Background: an optimization exercise with open tools, aiming at small area, a short achievable clock period and few clock cycles. Do not read the settings as production practice. In this exercise RTL edits were held to simulation tests only and were not proved equivalent to the original.

== maple ==
Design multi_button_debouncer_unit, start of the top module:
module multi_button_debouncer_unit (
	input  logic                          clk,
	input  logic                          arst_n,
	input  logic [mbd_pkg::S_TDATA_W-1:0] s_tdata,
	input  logic                          s_tvalid,
	output logic                          s_tready,
	output logic [mbd_pkg::M_TDATA_W-1:0] m_tdata,
	output logic                          m_tlast,
	output logic                          m_tvalid,
	input  logic                          m_tready,
	input  logic                          psel,
	input  logic                          penable,
	input  logic                          pwrite,
	input  logic [mbd_pkg::PADDR_W-1:0]   paddr,
	input  logic [mbd_pkg::PDATA_W-1:0]   pwdata,
	output logic [mbd_pkg::PDATA_W-1:0]   prdata,
	output logic                          pready
);
export LEC_CHECK = 0
export CAP_MARGIN = 20
export CORE_MARGIN = 2
export CORE_UTILIZATION = 40
export SETUP_SLACK_MARGIN = 5.0
export SLEW_MARGIN = 20
create_clock -name core_clock -period 8.0 [get_ports {clk}]
run.sh (not shown) runs the stock make flow with config.mk's settings and CLKGATE_MAP_FILE= SYNTH_SCRIPT=/design/flow/synth_recipe.tcl, a recipe that flattens the netlist after the stock synthesis.
Testbench counts of maple, summed over its fixed seeds: cycles 20,149.
What delta does differently from maple at the input level:
--- a/flow/design.v
+++ b/flow/design.v
@@ -17,24 +17,25 @@
 	} evt_rec_t;
 endpackage
 module mbd_cell (
 	input  logic                        clk,
 	input  logic                        arst_n,
 	input  logic                        load,
 	input  logic                        sample,
 	input  logic [mbd_pkg::NOW_W-1:0]   now_ms,
 	input  logic                        eval,
 	input  logic                        sample_q,
 	input  logic [mbd_pkg::NOW_W-1:0]   now_q,
-	input  logic [mbd_pkg::NOW_W-1:0]   lo_q,
-	input  logic                        same_q,
+	input  logic [mbd_pkg::NOW_W/2-1:0] nm1_hi,
+	input  logic [mbd_pkg::NOW_W/2-1:0] lo_lo,
+	input  logic                        lo_borrow,
 	output logic                        fire,
 	output logic                        held
 );
 	logic [mbd_pkg::NOW_W-1:0] since_q;
 	logic                      prev_q;
 	logic                      held_q;
 	always_ff @(posedge clk) begin
 		if (load && sample != prev_q) begin
 			since_q <= now_ms;
 		end
 	end
@@ -49,29 +50,29 @@
 		logic [15:0] g, l;
 		g = a & ~b;
 		l = ~a & b;
 		for (int s = 1; s < 16; s = s * 2) begin
 			for (int i = 0; i + s < 16; i = i + 2 * s) begin
 				l[i] = l[i+s] | (~g[i+s] & l[i]);
 				g[i] = g[i+s] | (~l[i+s] & g[i]);
 			end
 		end
 		less16 = l[0];
 	endfunction
-	logic eq_lo, eq_now, ge_lo, le_now, in_win;
-	assign eq_lo  = since_q[31:16] == lo_q[31:16];
+	logic eq_nm1, eq_now, ge_lo, le_now, in_win;
+	assign eq_nm1 = since_q[31:16] == nm1_hi;
 	assign eq_now = since_q[31:16] == now_q[31:16];
-	assign ge_lo  = !less16(since_q[15:0], lo_q[15:0]);
+	assign ge_lo  = !less16(since_q[15:0], lo_lo);
 	assign le_now = !less16(now_q[15:0], since_q[15:0]);
-	assign in_win = same_q ? (eq_now && ge_lo && le_now)
-		: ((eq_lo && ge_lo) || (eq_now && le_now));
+	assign in_win = !lo_borrow ? (eq_now && ge_lo && le_now)
+		: ((eq_nm1 && ge_lo) || (eq_now && le_now));
 	assign fire   = !in_win && (sample_q != held_q);
 	always_ff @(posedge clk or negedge arst_n) begin
 		if (!arst_n) begin
 			held_q <= 1'b0;
 		end else if (eval && fire) begin
 			held_q <= sample_q;
 		end
 	end
 	assign held = held_q;
 endmodule
 module multi_button_debouncer_unit (
@@ -116,83 +117,87 @@
 		for (int s = 1; s < 16; s = s * 2) begin
 			for (int i = 0; i < 16; i++) begin
 				if ((i / s) % 2 == 1) begin
 					g[i] = g[i] | (p[i] & g[(i / s) * s - 1]);
 					p[i] = p[i] & p[(i / s) * s - 1];
 				end
 			end
 		end
 		c = {g[14:0], 1'b1};
 		sub16 = {~g[15], (~(a ^ b)) ^ c};
 	endfunction
-	function automatic logic [15:0] dec16(input logic [15:0] a, input logic dec);
+	function automatic logic [15:0] dec16(input logic [15:0] a);
 		logic [15:0] z;
-		z[0] = 1'b1;
-		for (int i = 1; i < 16; i++) begin
-			z[i] = z[i-1] & ~a[i-1];
-		end
-		dec16 = a ^ (z & {16{dec}});
+		z = ~a;
+		for (int s = 1; s < 16; s = s * 2) begin
+			for (int i = 0; i < 16; i++) begin
+				if ((i / s) % 2 == 1) begin
+					z[i] = z[i] & z[(i / s) * s - 1];
+				end
+			end
+		end
+		dec16 = a ^ {z[14:0], 1'b1};
 	endfunction
 	logic [N-1:0]                pins_n;
 	logic [mbd_pkg::NOW_W-1:0]   now_ms;
 	logic                        load;
 	logic                        eval;
 	logic                        v1_q;
 	logic [N-1:0]                smp_q;
 	logic [mbd_pkg::NOW_W-1:0]   now_q;
-	logic [mbd_pkg::NOW_W-1:0]   lo_q;
-	logic                        same_q;
-	logic [mbd_pkg::NOW_W-1:0]   lo_ms;
+	logic [mbd_pkg::DELAY_W-1:0] deb_q;
+	logic [15:0]                 lo_lo;
+	logic [15:0]                 nm1_hi;
 	logic                        lo_borrow;
 	logic [N-1:0]                a_q, b_q;
 	logic [N-1:0]                a_pr_q;
 	logic                        b_busy;
 	logic [N-1:0]                fire;
 	logic [N-1:0]                held;
 	assign pins_n   = ~s_tdata[N-1:0];
 	assign now_ms   = s_tdata[mbd_pkg::PIN_W +: mbd_pkg::NOW_W];
 	assign b_busy   = |b_q;
 	assign s_tready = !v1_q || !b_busy;
 	assign load     = s_tvalid && s_tready;
 	assign eval     = v1_q && !b_busy;
-	assign {lo_borrow, lo_ms[15:0]} = sub16(now_ms[15:0], debounce_q);
-	assign lo_ms[31:16] = dec16(now_ms[31:16], lo_borrow);
+	assign {lo_borrow, lo_lo} = sub16(now_q[15:0], deb_q);
+	assign nm1_hi             = dec16(now_q[31:16]);
 	always_ff @(posedge clk or negedge arst_n) begin
 		if (!arst_n) begin
 			v1_q <= 1'b0;
 		end else if (load) begin
 			v1_q <= 1'b1;
 		end else if (eval) begin
 			v1_q <= 1'b0;
 		end
 	end
 	always_ff @(posedge clk) begin
 		if (load) begin
 			smp_q <= pins_n;
 			now_q <= now_ms;
-			lo_q   <= lo_ms;
-			same_q <= !lo_borrow;
+			deb_q <= debounce_q;
 		end
 	end
 	for (genvar k = 0; k < N; k++) begin : g_cell
 		mbd_cell u_cell (
 			.clk         (clk),
 			.arst_n      (arst_n),
 			.load        (load),
 			.sample      (pins_n[k]),
 			.now_ms      (now_ms),
 			.eval        (eval),
 			.sample_q    (smp_q[k]),
 			.now_q       (now_q),
-			.lo_q        (lo_q),
-			.same_q      (same_q),
+			.nm1_hi      (nm1_hi),
+			.lo_lo       (lo_lo),
+			.lo_borrow   (lo_borrow),
 			.fire        (fire[k]),
 			.held        (held[k])
 		);
 	end
 	logic                        o_valid_q;
 	logic [mbd_pkg::IDX_W-1:0]   o_idx_q;
 	logic                        o_pr_q;
 	logic                        o_last_q;
 	logic                        o_free;
 	logic [N-1:0]                a_low;
 	logic [N-1:0]                a_rest;
==> summary.txt <==
- Looking only at final instance area, and setting everything else aside, the higher value of delta and maple goes to maple.
- Floorplan die area: delta and maple compared, higher one is maple
- Post-placement worst setup slack was higher in maple than in delta.
- delta vs maple — synthesis-to-layout area growth dropped 6.9 points.
- The run with more routed wire is maple, not delta.
- Hold path depth in delta is 2 lower than in maple
- In the metrics for delta and maple, the one carrying the higher met2 wire length is maple.
- delta has pin slew with the least headroom to its limit below what maple had.
- delta vs maple on final-layout clock buffer total: delta is the lower one.
- On DRC marker count from the first detailed-route iteration: delta sits below maple.
- delta vs maple — fraction of area in clock buffers and inverters rose 0.15 points.
- Compared to maple, delta reaches a lower achievable clock.
- As of delta, count of plain and timing-repair buffers in the layout had fallen by more than a quarter compared to maple.
- Between delta and maple, cell count after synthesis is higher for delta, maple comes in under that.
Testbench counts of delta, summed over its fixed seeds: cycles 20,149.

-- re-timing with driven ports --
In the flow no input, the clock included, has a driving cell. The finished layouts below were timed again as built, in two steps. Step 1: set_driving_cell puts a clkbuf_16 on clk and a buf_2 on each other input, an assumption about the parent block. Step 2 moves the port delays by t, midway between the first and last clock arrival at a register: inputs arrive t later, outputs are due t later. That takes back most of the time a late clock gives input paths. Three values: ideal, step 1, step 2; two values: the first two.
run	shift t [ns]	setup WS [ns]	worst setup path at the end	worst register clock-pin slew, ns
maple	0.661	4.428 / 4.436 / 3.775	input to register	0.06 / 0.06
delta	0.631	3.307 / 3.307 / 3.307	register to register	0.06 / 0.06
After both steps every run listed still meets setup and hold. For maple, which loses most, drivers alone change the setup slack by +0.008 ns; drivers and shift together by -0.653 ns.
